What follows belongs to an exercise in optimizing a design on an open flow for small area, a short achievable clock period and few clock cycles per item; a production flow would make more cautious choices. Function was checked by simulation only, so behaviour that the tests miss may differ from the original.

==> inputs of run a <==
// poly_actor
module poly_actor
(
    input  logic                            clk,
    input  logic                            rst,
    input  logic                            cmd_req,
    input  poly_pkg::cmd_word_t             cmd_data,
    output logic                            cmd_ack,
    input  logic                            data_req,
    input  logic [poly_pkg::word_size-1:0]  data_in,
    output logic                            data_ack,
    output logic                            out_req,
    output poly_pkg::out_token_t            out_token,
    input  logic                            out_ack
);
Settings: LEC_CHECK=0, ABC_CLOCK_PERIOD_IN_PS=3500, CAP_MARGIN=30, CORE_MARGIN=2, CORE_UTILIZATION=35, PLACE_DENSITY=0.45, SETUP_SLACK_MARGIN=5, SLEW_MARGIN=40, SYNTH_MEMORY_MAX_BITS=8192; clock period 8.5 ns.
run.sh (not shown) runs the stock make flow with config.mk's settings and CLKGATE_MAP_FILE= SYNTH_SCRIPT=/design/flow/synth_recipe.tcl, a recipe that flattens the netlist after the stock synthesis.
==> run b (differences from run a) <==
--- a/flow/design.v
+++ b/flow/design.v
@@ -665,16 +665,14 @@
     logic [lw:0] cpy_cnt;
     logic [4:0] mcnt;
     logic [4:0] ib;          
     logic z1;                
     logic z2;                
     logic finn;              
-    logic f2;                
     logic n0;                
     logic [1:0] fq;          
-    logic cpend;             
     logic [w-1:0] acc [lanes];
     logic [1:0] fst [lanes];
     logic [w-1:0] sq_a;
     logic [lw-1:0] sq_i;
     logic [lw-1:0] sq_j;
     logic sq_v;
@@ -700,20 +698,20 @@
     logic add;
     logic launch;
     logic eng_open;
     logic do_copy;
     logic [5:0] cnt_cmd;
     logic [4:0] tap_pos;
-    assign res_free = res_cnt[wsel] == '0;
+    assign res_free = act == a_idle ? res_cnt[wsel] == '0 : res_cnt[!wsel] == '0;
     assign res_have = res_cnt[rsel] != '0;
-    assign do_copy = (fq[1] || cpend) && res_free;
+    assign do_copy = fq[1];
     assign finn = act == a_mac && mcnt == '0;
     assign eng_open = !pdb && (act == a_idle || act == a_fin || (act == a_mac && mcnt[4:1] == '0));
     assign stp_go = st == q_setup && dv && !ph[0] ^ idx[0] && !(grp_mask[slot] || pend_mask[slot]);
     assign tap_pos = ph + nmax + 5'd2;
-    assign launch = cnt_next != '0 && eng_open && !tap_pos[0] && res_free && fq == '0 && !cpend;
+    assign launch = cnt_next != '0 && eng_open && !tap_pos[0] && res_free && fq == '0;
     assign room = cnt_next != (lw + 1)'(lanes) && !launch && !pd[0];
     assign can_load = st == q_eval && dv && room;
     assign add_bad = st == q_bad && room;
     assign add = can_load || add_bad;
     assign data_pop = stp_go || can_load;
     assign cmd_pop = st == q_idle && cv;
@@ -870,16 +868,14 @@
             eng_cnt <= '0;
             cpy_cnt <= '0;
             mcnt <= '0;
             ib <= '0;
             z1 <= 1'b0;
             z2 <= 1'b0;
-            f2 <= 1'b0;
             n0 <= 1'b0;
             fq <= '0;
-            cpend <= 1'b0;
             sel_tap <= '0;
         end
         else
         begin
             pd <= {pd[0], launch};
             pdb <= launch || pd[0];
@@ -891,13 +887,12 @@
                 grp_mask <= pend_mask;
             end
             else if (act != a_mac && !pdb)
                 grp_mask <= '0;
             ib <= pd[0] ? new_n : ib - 5'd1;
             fq <= {fq[0], act == a_fin};
-            cpend <= (fq[1] || cpend) && !res_free;
             if (act == a_fin)
                 cpy_cnt <= eng_cnt;
             if (pd[1])
             begin
                 act <= a_mac;
                 mcnt <= new_n;
@@ -910,81 +905,102 @@
                     act <= a_fin;
             end
             else
                 act <= a_idle;
             z1 <= pd[1];
             z2 <= z1;
-            f2 <= act == a_fin;
             if (pd[1])
                 n0 <= new_n == '0;
         end
     end
+    function automatic logic [w-1:0] ks_add(input logic [w-1:0] a, input logic [w-1:0] b);
+        logic [w-1:0] g;
+        logic [w-1:0] p;
+        logic [w-1:0] gg;
+        logic [w-1:0] pp;
+        logic [w-1:0] gn;
+        logic [w-1:0] pn;
+        g = a & b;
+        p = a ^ b;
+        gg = g;
+        pp = p;
+        for (int d = 1; d < w; d = d * 2)
+        begin
+            for (int k = 0; k < w; k++)
+            begin
+                if (k >= d)
+                begin
+                    gn[k] = gg[k] | (pp[k] & gg[k-d]);
+                    pn[k] = pp[k] & pp[k-d];
+                end
+                else
+                begin
+                    gn[k] = gg[k];
+                    pn[k] = pp[k];
+                end
+            end
+            gg = gn;
+            pp = pn;
+        end
+        ks_add = p ^ {gg[w-2:0], 1'b0};
+    endfunction
     for (genvar i = 0; i < lanes; i++)
     begin : g_lane
         logic [w-1:0] x;
-        logic [w-1:0] x2;
         logic [w-1:0] m;
         logic [4:0] ln;
         logic [2:0] lsl;
         logic [1:0] lst;
         logic [w-1:0] lc;
         logic [w-1:0] t0;
         logic [w-1:0] t1;
         logic [w-1:0] t2;
         logic [w-1:0] r0;
         logic [w-1:0] r1;
         logic [w-1:0] r2;
         logic [w-1:0] e;
+        logic [w-1:0] sum2;
         logic [w-1:0] u0;
         logic [w-1:0] u1;
         logic [w-1:0] v0;
         logic [w-1:0] v1;
-        logic busy;
-        assign e = f2 ? acc[i] : '0;
+        assign sum2 = ks_add(v0, v1);
         assign u0 = r0 ^ r1 ^ r2;
         assign u1 = {(r0[w-2:0] & r1[w-2:0]) | (r0[w-2:0] & r2[w-2:0]) | (r1[w-2:0] & r2[w-2:0]), 1'b0};
         assign v0 = u0 ^ u1 ^ e;
         assign v1 = {(u0[w-2:0] & u1[w-2:0]) | (u0[w-2:0] & e[w-2:0]) | (u1[w-2:0] & e[w-2:0]), 1'b0};
         mac_csa csa_i
         (
             .a(acc[i]), .m(m), .c1(lc), .s0(t0), .s1(t1), .s2(t2)
         );
-        always_ff @(posedge clk or negedge rst)
-        begin
-            if (!rst)
-                busy <= 1'b0;
-            else
-                busy <= act != a_idle;
-        end
         always_ff @(posedge clk)
         begin
             if (pd[0])
             begin
                 ln <= tn[i];
                 lsl <= tsl[i];
             end
             if (pd[1])
             begin
                 x <= x_next[i];
-                x2 <= x2_next[i];
                 lst <= tst[i];
             end
             if (pd[1])
                 m <= '0;
             else if (finn)
                 m <= n0 ? '0 : x;
             else if (z2)
-                m <= x2;
+                m <= x2_next[i];     
             if (act == a_fin)
                 fst[i] <= lst;
             lc <= finn || ib > ln ? '0 : sv[lsl*w +: w];
             r0 <= t0;
             r1 <= t1;
             r2 <= t2;
-            if (busy)
-                acc[i] <= v0 + v1;
+            acc[i] <= sum2;
+            e <= act == a_fin ? sum2 : '0;
         end
     end
     always_ff @(posedge clk or negedge rst)
     begin
         if (!rst)
         begin
CORE_UTILIZATION = 50   (was 35)
PLACE_DENSITY = 0.6   (was 0.45)
TNS_END_PERCENT = 5   (was unset)
==> run c (differences from run a) <==
--- a/flow/design.v
+++ b/flow/design.v
@@ -665,16 +665,14 @@
     logic [lw:0] cpy_cnt;
     logic [4:0] mcnt;
     logic [4:0] ib;          
     logic z1;                
     logic z2;                
     logic finn;              
-    logic f2;                
     logic n0;                
     logic [1:0] fq;          
-    logic cpend;             
     logic [w-1:0] acc [lanes];
     logic [1:0] fst [lanes];
     logic [w-1:0] sq_a;
     logic [lw-1:0] sq_i;
     logic [lw-1:0] sq_j;
     logic sq_v;
@@ -700,20 +698,20 @@
     logic add;
     logic launch;
     logic eng_open;
     logic do_copy;
     logic [5:0] cnt_cmd;
     logic [4:0] tap_pos;
-    assign res_free = res_cnt[wsel] == '0;
+    assign res_free = act == a_idle ? res_cnt[wsel] == '0 : res_cnt[!wsel] == '0;
     assign res_have = res_cnt[rsel] != '0;
-    assign do_copy = (fq[1] || cpend) && res_free;
+    assign do_copy = fq[1];
     assign finn = act == a_mac && mcnt == '0;
     assign eng_open = !pdb && (act == a_idle || act == a_fin || (act == a_mac && mcnt[4:1] == '0));
     assign stp_go = st == q_setup && dv && !ph[0] ^ idx[0] && !(grp_mask[slot] || pend_mask[slot]);
     assign tap_pos = ph + nmax + 5'd2;
-    assign launch = cnt_next != '0 && eng_open && !tap_pos[0] && res_free && fq == '0 && !cpend;
+    assign launch = cnt_next != '0 && eng_open && !tap_pos[0] && res_free && fq == '0;
     assign room = cnt_next != (lw + 1)'(lanes) && !launch && !pd[0];
     assign can_load = st == q_eval && dv && room;
     assign add_bad = st == q_bad && room;
     assign add = can_load || add_bad;
     assign data_pop = stp_go || can_load;
     assign cmd_pop = st == q_idle && cv;
@@ -870,16 +868,14 @@
             eng_cnt <= '0;
             cpy_cnt <= '0;
             mcnt <= '0;
             ib <= '0;
             z1 <= 1'b0;
             z2 <= 1'b0;
-            f2 <= 1'b0;
             n0 <= 1'b0;
             fq <= '0;
-            cpend <= 1'b0;
             sel_tap <= '0;
         end
         else
         begin
             pd <= {pd[0], launch};
             pdb <= launch || pd[0];
@@ -891,13 +887,12 @@
                 grp_mask <= pend_mask;
             end
             else if (act != a_mac && !pdb)
                 grp_mask <= '0;
             ib <= pd[0] ? new_n : ib - 5'd1;
             fq <= {fq[0], act == a_fin};
-            cpend <= (fq[1] || cpend) && !res_free;
             if (act == a_fin)
                 cpy_cnt <= eng_cnt;
             if (pd[1])
             begin
                 act <= a_mac;
                 mcnt <= new_n;
@@ -910,81 +905,102 @@
                     act <= a_fin;
             end
             else
                 act <= a_idle;
             z1 <= pd[1];
             z2 <= z1;
-            f2 <= act == a_fin;
             if (pd[1])
                 n0 <= new_n == '0;
         end
     end
+    function automatic logic [w-1:0] ks_add(input logic [w-1:0] a, input logic [w-1:0] b);
+        logic [w-1:0] g;
+        logic [w-1:0] p;
+        logic [w-1:0] gg;
+        logic [w-1:0] pp;
+        logic [w-1:0] gn;
+        logic [w-1:0] pn;
+        g = a & b;
+        p = a ^ b;
+        gg = g;
+        pp = p;
+        for (int d = 1; d < w; d = d * 2)
+        begin
+            for (int k = 0; k < w; k++)
+            begin
+                if (k >= d)
+                begin
+                    gn[k] = gg[k] | (pp[k] & gg[k-d]);
+                    pn[k] = pp[k] & pp[k-d];
+                end
+                else
+                begin
+                    gn[k] = gg[k];
+                    pn[k] = pp[k];
+                end
+            end
+            gg = gn;
+            pp = pn;
+        end
+        ks_add = p ^ {gg[w-2:0], 1'b0};
+    endfunction
     for (genvar i = 0; i < lanes; i++)
     begin : g_lane
         logic [w-1:0] x;
-        logic [w-1:0] x2;
         logic [w-1:0] m;
         logic [4:0] ln;
         logic [2:0] lsl;
         logic [1:0] lst;
         logic [w-1:0] lc;
         logic [w-1:0] t0;
         logic [w-1:0] t1;
         logic [w-1:0] t2;
         logic [w-1:0] r0;
         logic [w-1:0] r1;
         logic [w-1:0] r2;
         logic [w-1:0] e;
+        logic [w-1:0] sum2;
         logic [w-1:0] u0;
         logic [w-1:0] u1;
         logic [w-1:0] v0;
         logic [w-1:0] v1;
-        logic busy;
-        assign e = f2 ? acc[i] : '0;
+        assign sum2 = ks_add(v0, v1);
         assign u0 = r0 ^ r1 ^ r2;
         assign u1 = {(r0[w-2:0] & r1[w-2:0]) | (r0[w-2:0] & r2[w-2:0]) | (r1[w-2:0] & r2[w-2:0]), 1'b0};
         assign v0 = u0 ^ u1 ^ e;
         assign v1 = {(u0[w-2:0] & u1[w-2:0]) | (u0[w-2:0] & e[w-2:0]) | (u1[w-2:0] & e[w-2:0]), 1'b0};
         mac_csa csa_i
         (
             .a(acc[i]), .m(m), .c1(lc), .s0(t0), .s1(t1), .s2(t2)
         );
-        always_ff @(posedge clk or negedge rst)
-        begin
-            if (!rst)
-                busy <= 1'b0;
-            else
-                busy <= act != a_idle;
-        end
         always_ff @(posedge clk)
         begin
             if (pd[0])
             begin
                 ln <= tn[i];
                 lsl <= tsl[i];
             end
             if (pd[1])
             begin
                 x <= x_next[i];
-                x2 <= x2_next[i];
                 lst <= tst[i];
             end
             if (pd[1])
                 m <= '0;
             else if (finn)
                 m <= n0 ? '0 : x;
             else if (z2)
-                m <= x2;
+                m <= x2_next[i];     
             if (act == a_fin)
                 fst[i] <= lst;
             lc <= finn || ib > ln ? '0 : sv[lsl*w +: w];
             r0 <= t0;
             r1 <= t1;
             r2 <= t2;
-            if (busy)
-                acc[i] <= v0 + v1;
+            acc[i] <= sum2;
+            e <= act == a_fin ? sum2 : '0;
         end
     end
     always_ff @(posedge clk or negedge rst)
     begin
         if (!rst)
         begin
ABC_AREA = 1   (was unset)
==> run d (differences from run a) <==
--- a/flow/design.v
+++ b/flow/design.v
@@ -665,16 +665,14 @@
     logic [lw:0] cpy_cnt;
     logic [4:0] mcnt;
     logic [4:0] ib;          
     logic z1;                
     logic z2;                
     logic finn;              
-    logic f2;                
     logic n0;                
     logic [1:0] fq;          
-    logic cpend;             
     logic [w-1:0] acc [lanes];
     logic [1:0] fst [lanes];
     logic [w-1:0] sq_a;
     logic [lw-1:0] sq_i;
     logic [lw-1:0] sq_j;
     logic sq_v;
@@ -700,20 +698,20 @@
     logic add;
     logic launch;
     logic eng_open;
     logic do_copy;
     logic [5:0] cnt_cmd;
     logic [4:0] tap_pos;
-    assign res_free = res_cnt[wsel] == '0;
+    assign res_free = act == a_idle ? res_cnt[wsel] == '0 : res_cnt[!wsel] == '0;
     assign res_have = res_cnt[rsel] != '0;
-    assign do_copy = (fq[1] || cpend) && res_free;
+    assign do_copy = fq[1];
     assign finn = act == a_mac && mcnt == '0;
     assign eng_open = !pdb && (act == a_idle || act == a_fin || (act == a_mac && mcnt[4:1] == '0));
     assign stp_go = st == q_setup && dv && !ph[0] ^ idx[0] && !(grp_mask[slot] || pend_mask[slot]);
     assign tap_pos = ph + nmax + 5'd2;
-    assign launch = cnt_next != '0 && eng_open && !tap_pos[0] && res_free && fq == '0 && !cpend;
+    assign launch = cnt_next != '0 && eng_open && !tap_pos[0] && res_free && fq == '0;
     assign room = cnt_next != (lw + 1)'(lanes) && !launch && !pd[0];
     assign can_load = st == q_eval && dv && room;
     assign add_bad = st == q_bad && room;
     assign add = can_load || add_bad;
     assign data_pop = stp_go || can_load;
     assign cmd_pop = st == q_idle && cv;
@@ -870,16 +868,14 @@
             eng_cnt <= '0;
             cpy_cnt <= '0;
             mcnt <= '0;
             ib <= '0;
             z1 <= 1'b0;
             z2 <= 1'b0;
-            f2 <= 1'b0;
             n0 <= 1'b0;
             fq <= '0;
-            cpend <= 1'b0;
             sel_tap <= '0;
         end
         else
         begin
             pd <= {pd[0], launch};
             pdb <= launch || pd[0];
@@ -891,13 +887,12 @@
                 grp_mask <= pend_mask;
             end
             else if (act != a_mac && !pdb)
                 grp_mask <= '0;
             ib <= pd[0] ? new_n : ib - 5'd1;
             fq <= {fq[0], act == a_fin};
-            cpend <= (fq[1] || cpend) && !res_free;
             if (act == a_fin)
                 cpy_cnt <= eng_cnt;
             if (pd[1])
             begin
                 act <= a_mac;
                 mcnt <= new_n;
@@ -910,81 +905,102 @@
                     act <= a_fin;
             end
             else
                 act <= a_idle;
             z1 <= pd[1];
             z2 <= z1;
-            f2 <= act == a_fin;
             if (pd[1])
                 n0 <= new_n == '0;
         end
     end
+    function automatic logic [w-1:0] ks_add(input logic [w-1:0] a, input logic [w-1:0] b);
+        logic [w-1:0] g;
+        logic [w-1:0] p;
+        logic [w-1:0] gg;
+        logic [w-1:0] pp;
+        logic [w-1:0] gn;
+        logic [w-1:0] pn;
+        g = a & b;
+        p = a ^ b;
+        gg = g;
+        pp = p;
+        for (int d = 1; d < w; d = d * 2)
+        begin
+            for (int k = 0; k < w; k++)
+            begin
+                if (k >= d)
+                begin
+                    gn[k] = gg[k] | (pp[k] & gg[k-d]);
+                    pn[k] = pp[k] & pp[k-d];
+                end
+                else
+                begin
+                    gn[k] = gg[k];
+                    pn[k] = pp[k];
+                end
+            end
+            gg = gn;
+            pp = pn;
+        end
+        ks_add = p ^ {gg[w-2:0], 1'b0};
+    endfunction
     for (genvar i = 0; i < lanes; i++)
     begin : g_lane
         logic [w-1:0] x;
-        logic [w-1:0] x2;
         logic [w-1:0] m;
         logic [4:0] ln;
         logic [2:0] lsl;
         logic [1:0] lst;
         logic [w-1:0] lc;
         logic [w-1:0] t0;
         logic [w-1:0] t1;
         logic [w-1:0] t2;
         logic [w-1:0] r0;
         logic [w-1:0] r1;
         logic [w-1:0] r2;
         logic [w-1:0] e;
+        logic [w-1:0] sum2;
         logic [w-1:0] u0;
         logic [w-1:0] u1;
         logic [w-1:0] v0;
         logic [w-1:0] v1;
-        logic busy;
-        assign e = f2 ? acc[i] : '0;
+        assign sum2 = ks_add(v0, v1);
         assign u0 = r0 ^ r1 ^ r2;
         assign u1 = {(r0[w-2:0] & r1[w-2:0]) | (r0[w-2:0] & r2[w-2:0]) | (r1[w-2:0] & r2[w-2:0]), 1'b0};
         assign v0 = u0 ^ u1 ^ e;
         assign v1 = {(u0[w-2:0] & u1[w-2:0]) | (u0[w-2:0] & e[w-2:0]) | (u1[w-2:0] & e[w-2:0]), 1'b0};
         mac_csa csa_i
         (
             .a(acc[i]), .m(m), .c1(lc), .s0(t0), .s1(t1), .s2(t2)
         );
-        always_ff @(posedge clk or negedge rst)
-        begin
-            if (!rst)
-                busy <= 1'b0;
-            else
-                busy <= act != a_idle;
-        end
         always_ff @(posedge clk)
         begin
             if (pd[0])
             begin
                 ln <= tn[i];
                 lsl <= tsl[i];
             end
             if (pd[1])
             begin
                 x <= x_next[i];
-                x2 <= x2_next[i];
                 lst <= tst[i];
             end
             if (pd[1])
                 m <= '0;
             else if (finn)
                 m <= n0 ? '0 : x;
             else if (z2)
-                m <= x2;
+                m <= x2_next[i];     
             if (act == a_fin)
                 fst[i] <= lst;
             lc <= finn || ib > ln ? '0 : sv[lsl*w +: w];
             r0 <= t0;
             r1 <= t1;
             r2 <= t2;
-            if (busy)
-                acc[i] <= v0 + v1;
+            acc[i] <= sum2;
+            e <= act == a_fin ? sum2 : '0;
         end
     end
     always_ff @(posedge clk or negedge rst)
     begin
         if (!rst)
         begin
CTS_CLUSTER_DIAMETER = 80   (was unset)
CTS_CLUSTER_SIZE = 20   (was unset)
==> impl_metrics.py <==
metrics = {
    "status": {
        "outcome": "finished clean",
    },
    "global_route": {
        "met2_usage_pct": 34.2,
        "antenna_found_initial": 107,
        "global_route.usage.met3_pct": 2.65,
    },
    "clocking": {
        "cts_resized": 175,
    },
    "routing": {
        "first_pass_iters": 6,
    },
}
That was run d.
==> impl_metrics.py <==
metrics = {
    "status": {
        "so.violations": "antenna violations",
        "outcome": "finished with violations",
    },
    "global_route": {
        "met2_usage_pct": 35.8,
    },
    "routing": {
        "ant_nets": 1,
    },
    "clocking": {
        "cts_resized": 112,
    },
}
That was run c.
==> impl_metrics.py <==
metrics = {
    "global_route": {
        "global_route.usage.met3_pct": 4.13,
        "antenna_found_initial": 72,
    },
    "routing": {
        "first_pass_iters": 6,
    },
    "clocking": {
        "cts_resized": 35,
    },
    "status": {
        "outcome": "finished clean",
    },
}
That was run b.
==> impl_metrics.py <==
metrics = {
    "global_route": {
        "global_route.usage.met3_pct": 2.60,
        "antenna_found_initial": 98,
        "met2_usage_pct": 34.0,
    },
    "clocking": {
        "cts_resized": 221,
    },
    "timing": {
        "final-max-slew-violation-count": 0,
        "finalHoldViolCount": 0,
    },
    "status": {
        "outcome": "finished clean",
    },
    "routing": {
        "first_pass_iters": 7,
    },
}
That was run a.
Testbench counts of run a, summed over its fixed seeds: cycles 11,358, items 3,097.
Testbench counts of run b, summed over its fixed seeds: cycles 11,494, items 3,097.
Testbench counts of run c, summed over its fixed seeds: cycles 11,494, items 3,097.
Testbench counts of run d, summed over its fixed seeds: cycles 11,494, items 3,097.

==> static timing again, ports no longer ideal <==
In the flow no input, the clock included, has a driving cell. The finished layouts below were timed again as built, in two steps.
Step 1: set_driving_cell puts a clkbuf_16 on clk and a buf_2 on each other input, an assumption about the parent block.
Step 2 moves the port delays by t, midway between the first and last clock arrival at a register: inputs arrive t later, outputs are due t later. That takes back most of the time a late clock gives input paths.
a / b / c = ideal / step 1 / step 2; a / b = the first two.
run	t, ns	slack for setup (ns)	clock arrival spread, ns	worst register clock-pin slew, ns	worst data-port slew with drivers (ns)
run a	1.203	4.776 / 4.776 / 4.769	0.103 / 0.103	0.07 / 0.07	0.07
run b	1.184	4.843 / 4.726 / 4.779	0.068 / 0.068	0.07 / 0.07	0.07
run c	1.229	5.064 / 4.963 / 4.566	0.094 / 0.094	0.07 / 0.07	0.05
run d	1.137	4.987 / 4.856 / 4.586	0.137 / 0.137	0.09 / 0.09	0.07
The setup slack of run c, which loses most, moves by -0.101 ns with the drivers and by -0.498 ns with both steps.
